This design comes from an exercise in tuning for small area and a short achievable clock period on the open sky130 flow, not from production work.

garnet:
==> flow/design.v <==
module d_mem_responder #(
   parameter int unsigned DEPTH       = 64,
   parameter int unsigned WAIT_CYCLES = 2
) (
   input  logic        clock,
   input  logic        reset,
   input  logic        req_valid,
   output logic        req_ready,
   input  logic        req_we,
   input  logic [31:0] req_addr,
   input  logic [31:0] req_wdata,
   output logic        rsp_valid,
   input  logic        rsp_ready,
   output logic [31:0] rsp_rdata,
   output logic        rsp_err,
   output logic        busy
);
   localparam int NR  = 21;     
   localparam int SGL = 21;     
   logic busy_q, rsp_q, w2_q, w1_q, w0_q;
   logic st0_q;                 
   logic wen0_q;                
   logic wen0n_q;               
   logic          we_q, mis_q;
   logic [NR:0]   sel_q;        
   logic [2:0]    w_q;          
   logic [2:0]    ht_q;         
   logic [2:0]    ft_q;         
   logic          hit;          
   logic          flip;         
   logic [31:0]   r_q;          
   logic          p1_q, p2_q;   
   logic          wen12_q;      
   logic          wen12n_q;     
   logic [2:0]    t_q;          
   logic          accept, ld_wait, rd_now;
   logic          req_mis;
   logic [5:0]    req_idx;
   logic [NR:0]   req_sel;
   logic [2:0]    req_w;
   logic [2:0]    t_d;
   assign req_mis = |req_addr[1:0];
   assign req_idx = req_addr[7:2];
   logic [2:0] k_ring;
   logic [2:0] k_word;
   always_comb begin
      unique case (req_idx[5:2])
         4'd0:  begin k_ring = 3'd0; k_word = 3'b001; end
         4'd1:  begin k_ring = 3'd0; k_word = 3'b010; end
         4'd2:  begin k_ring = 3'd0; k_word = 3'b100; end
         4'd3:  begin k_ring = 3'd1; k_word = 3'b001; end
         4'd4:  begin k_ring = 3'd1; k_word = 3'b010; end
         4'd5:  begin k_ring = 3'd1; k_word = 3'b100; end
         4'd6:  begin k_ring = 3'd2; k_word = 3'b001; end
         4'd7:  begin k_ring = 3'd2; k_word = 3'b010; end
         4'd8:  begin k_ring = 3'd2; k_word = 3'b100; end
         4'd9:  begin k_ring = 3'd3; k_word = 3'b001; end
         4'd10: begin k_ring = 3'd3; k_word = 3'b010; end
         4'd11: begin k_ring = 3'd3; k_word = 3'b100; end
         4'd12: begin k_ring = 3'd4; k_word = 3'b001; end
         4'd13: begin k_ring = 3'd4; k_word = 3'b010; end
         4'd14: begin k_ring = 3'd4; k_word = 3'b100; end
         default: begin k_ring = 3'd5; k_word = 3'b000; end
      endcase
   end
   always_comb begin
      req_sel = '0;
      req_w   = 3'd0;
      if (req_idx[1:0] != 2'd3) begin
         req_sel[req_idx[5:2]] = 1'b1;
         req_w[req_idx[1:0]]   = 1'b1;
      end else begin
         req_sel[16 + k_ring] = 1'b1;    
         req_w = k_word;
      end
   end
   assign accept = req_valid && !busy_q && !reset;
   logic [2:0] htn_q, ftn_q;
   logic [2:0] htnn, ftnn;      
   assign t_d = (t_q >= 3'd5) ? 3'd0 : t_q + 3'd1;
   always_comb begin
      unique case (t_q)
         3'd0:    begin htnn = 3'b001; ftnn = 3'b000; end   
         3'd1:    begin htnn = 3'b100; ftnn = 3'b100; end   
         3'd2:    begin htnn = 3'b010; ftnn = 3'b010; end   
         3'd3:    begin htnn = 3'b001; ftnn = 3'b001; end   
         3'd4:    begin htnn = 3'b100; ftnn = 3'b000; end   
         3'd5:    begin htnn = 3'b010; ftnn = 3'b000; end   
         default: begin htnn = 3'b010; ftnn = 3'b000; end   
      endcase
   end
   assign hit  = |(w_q & ht_q);
   logic hit_d;
   assign hit_d = |(w_q & htn_q);
   assign flip = |(w_q & ft_q);
   always_ff @(posedge clock or posedge reset) begin
      if (reset) begin
         busy_q <= 1'b0;
         rsp_q  <= 1'b0;
         w2_q   <= 1'b0;
         w1_q   <= 1'b0;
         w0_q   <= 1'b0;
         st0_q  <= 1'b0;
         wen0_q <= 1'b0;
         wen0n_q <= 1'b1;
      end else begin
         w2_q  <= req_valid && !busy_q;
         w1_q  <= w2_q;
         w0_q  <= w1_q;
         st0_q <= w1_q && we_q && !mis_q;
         wen0_q <= w1_q && we_q && !mis_q && hit_d;
         wen0n_q <= !(w1_q && we_q && !mis_q && hit_d);
         if (!busy_q)       busy_q <= req_valid;
         else if (rsp_q && rsp_ready) busy_q <= 1'b0;
         if (w0_q)          rsp_q <= 1'b1;
         else if (rsp_ready) rsp_q <= 1'b0;
      end
   end
   always_ff @(posedge clock) begin
      t_q    <= t_d;
      htn_q  <= htnn;
      ftn_q  <= ftnn;
      ht_q   <= htn_q;
      ft_q   <= ftn_q;
      p1_q   <= st0_q;
      p2_q   <= p1_q;
      wen12_q <= (st0_q || p1_q) && hit_d;
      wen12n_q <= !((st0_q || p1_q) && hit_d);
      if (accept) begin
         we_q  <= req_we;
         mis_q <= req_mis;
         sel_q <= req_sel;
         w_q   <= req_w;
      end
   end
   assign ld_wait = (w2_q || w1_q || w0_q) && !we_q && !mis_q;
   assign rd_now  = ld_wait && (hit || sel_q[SGL]);
   logic [31:0] ring_p0 [NR];
   logic [31:0] ring_p1 [NR];
   logic [31:0] ring_p2 [NR];
   logic [31:0] single_q;
   logic [31:0] wdata_x;        
   assign wdata_x = r_q ^ {32{flip}};
   for (genvar g = 0; g < NR; g++) begin : g_ring
      logic wr, wr_n;
      logic [31:0] d0;
      assign wr   = (wen0_q || wen12_q) && sel_q[g];
      assign wr_n = (wen0n_q && wen12n_q) || !sel_q[g];
      for (genvar b = 0; b < 32; b++) begin : g_bit
         dmr_ring_in u_in (.sel(wr), .sel_n(wr_n), .d1(wdata_x[b]),
                           .d0(ring_p2[g][b]), .y(d0[b]));
      end
      always_ff @(posedge clock) begin
         ring_p0[g] <= d0;
         ring_p1[g] <= ring_p0[g];
         ring_p2[g] <= ring_p1[g];
      end
   end
   always_ff @(posedge clock) begin
      if (st0_q && sel_q[SGL]) single_q <= r_q;
   end
   logic [31:0] rd_ring, rd_word;
   always_comb begin
      rd_ring = 32'd0;
      for (int g = 0; g < NR; g++) rd_ring = rd_ring | (ring_p2[g] & {32{sel_q[g]}});
   end
   assign rd_word = sel_q[SGL] ? single_q : rd_ring ^ {32{flip}};
   always_ff @(posedge clock) begin
      if (accept)      r_q <= req_mis ? 32'd0 : req_wdata;
      else if (rd_now) r_q <= rd_word;
   end
   assign req_ready = !busy_q && !reset;
   assign rsp_valid = rsp_q;
   assign rsp_rdata = r_q;
   assign rsp_err   = mis_q;
   assign busy      = busy_q;
endmodule
module dmr_ring_in (
   input  logic sel,
   input  logic sel_n,
   input  logic d1,
   input  logic d0,
   output logic y
);
   assign y = ~((sel_n | d1) & (sel | d0));
endmodule
export LEC_CHECK = 0
export CAP_MARGIN = 20
export CORE_MARGIN = 2
export CORE_UTILIZATION = 40
export SETUP_SLACK_MARGIN = 1.6
export SLEW_MARGIN = 20
export SYNTH_HIERARCHICAL = 1
export SYNTH_MINIMUM_KEEP_SIZE = 0
create_clock -name core_clock -period 4.0 [get_ports {clock}]
standard.sh (not shown) runs the stock make flow with config.mk's settings and CLKGATE_MAP_FILE= SYNTH_SCRIPT=/design/flow/synth_recipe.tcl, a recipe that flattens the netlist after the stock synthesis.
==> flow/flow/run.sh <==
#!/bin/bash
# Standard layout, with port buffers of a faster cell than buffer_ports picks
# and a clock tree with larger sink clusters.
set -euo pipefail
bash standard.sh finish \
  "BUFFER_PORTS_ARGS=-buffer_cell sky130_fd_sc_hd__buf_4" \
  "CTS_ARGS=-sink_clustering_enable -repair_clock_nets -sink_clustering_size 30 -sink_clustering_max_diameter 120 -buf_list sky130_fd_sc_hd__clkbuf_16" \
  > layout_make.log 2>&1
Modified inputs, cedar compared to garnet
--- a/flow/design.v
+++ b/flow/design.v
@@ -20,7 +20,6 @@
    logic busy_q, rsp_q, w2_q, w1_q, w0_q;
    logic st0_q;                 
    logic wen0_q;                
-   logic wen0n_q;               
    logic          we_q, mis_q;
    logic [NR:0]   sel_q;        
    logic [2:0]    w_q;          
@@ -31,9 +30,8 @@
    logic [31:0]   r_q;          
    logic          p1_q, p2_q;   
    logic          wen12_q;      
-   logic          wen12n_q;     
    logic [2:0]    t_q;          
-   logic          accept, ld_wait, rd_now;
+   logic          accept, ld_wait, rd_now, wen;
    logic          req_mis;
    logic [5:0]    req_idx;
    logic [NR:0]   req_sel;
@@ -102,14 +100,12 @@
          w0_q   <= 1'b0;
          st0_q  <= 1'b0;
          wen0_q <= 1'b0;
-         wen0n_q <= 1'b1;
       end else begin
          w2_q  <= req_valid && !busy_q;
          w1_q  <= w2_q;
          w0_q  <= w1_q;
          st0_q <= w1_q && we_q && !mis_q;
          wen0_q <= w1_q && we_q && !mis_q && hit_d;
-         wen0n_q <= !(w1_q && we_q && !mis_q && hit_d);
          if (!busy_q)       busy_q <= req_valid;
          else if (rsp_q && rsp_ready) busy_q <= 1'b0;
          if (w0_q)          rsp_q <= 1'b1;
@@ -125,7 +121,6 @@
       p1_q   <= st0_q;
       p2_q   <= p1_q;
       wen12_q <= (st0_q || p1_q) && hit_d;
-      wen12n_q <= !((st0_q || p1_q) && hit_d);
       if (accept) begin
          we_q  <= req_we;
          mis_q <= req_mis;
@@ -135,6 +130,7 @@
    end
    assign ld_wait = (w2_q || w1_q || w0_q) && !we_q && !mis_q;
    assign rd_now  = ld_wait && (hit || sel_q[SGL]);
+   assign wen     = wen0_q || wen12_q;
    logic [31:0] ring_p0 [NR];
    logic [31:0] ring_p1 [NR];
    logic [31:0] ring_p2 [NR];
@@ -144,8 +140,8 @@
    for (genvar g = 0; g < NR; g++) begin : g_ring
       logic wr, wr_n;
       logic [31:0] d0;
-      assign wr   = (wen0_q || wen12_q) && sel_q[g];
-      assign wr_n = (wen0n_q && wen12n_q) || !sel_q[g];
+      assign wr_n = !(wen && sel_q[g]);
+      assign wr   = !wr_n;
       for (genvar b = 0; b < 32; b++) begin : g_bit
          dmr_ring_in u_in (.sel(wr), .sel_n(wr_n), .d1(wdata_x[b]),
                            .d0(ring_p2[g][b]), .y(d0[b]));
### Flow results
When the final numbers for cedar and garnet were put side by side, the final cell count turned out to be smaller in cedar. Cmp cedar and garnet / wire length / lower: cedar. STATUS wire length of the first global-routing pass: cedar wins against garnet. Against garnet, cedar comes in 0.49 points higher on final cycle utilization of the critical path. Biggest cell delay along the critical path: cedar and garnet compared, lower one is cedar. cedar and garnet ended up with nearly the same combinational fraction of design power.
No functional check of the RTL was part of any run of this note.

-- static timing again, ports no longer ideal --
In the flow no input, the clock included, has a driving cell. The finished layouts below were timed again as built, in two steps.
Step 1 assumes that a clkbuf_16 drives the clock port and a buf_2 every other input.
Step 2 adds t to the input delays and takes it off the output delays; t is the mean of the earliest and latest rising clock arrival at the registers after step 1. Input paths then give back, and output paths get back, about the clock's delay inside the block.
a / b / c = no drivers / after step 1 / after step 2; a / b = the first two.
run | t, ns | setup WS [ns] | worst hold slack (ns) | worst setup path after step 2 | latest minus earliest clock arrival (ns)
garnet | 0.762 | 1.608 / 1.608 / 1.115 | 0.075 / 0.018 / 0.299 | input to register | 0.040 / 0.039
cedar | 0.740 | 1.588 / 1.588 / 1.148 | 0.057 / -0.004 / 0.293 | input to register | 0.055 / 0.055
After both steps every run listed still meets setup and hold. For garnet, which loses most, drivers alone change the setup slack by 0.000 ns; drivers and shift together by -0.493 ns.
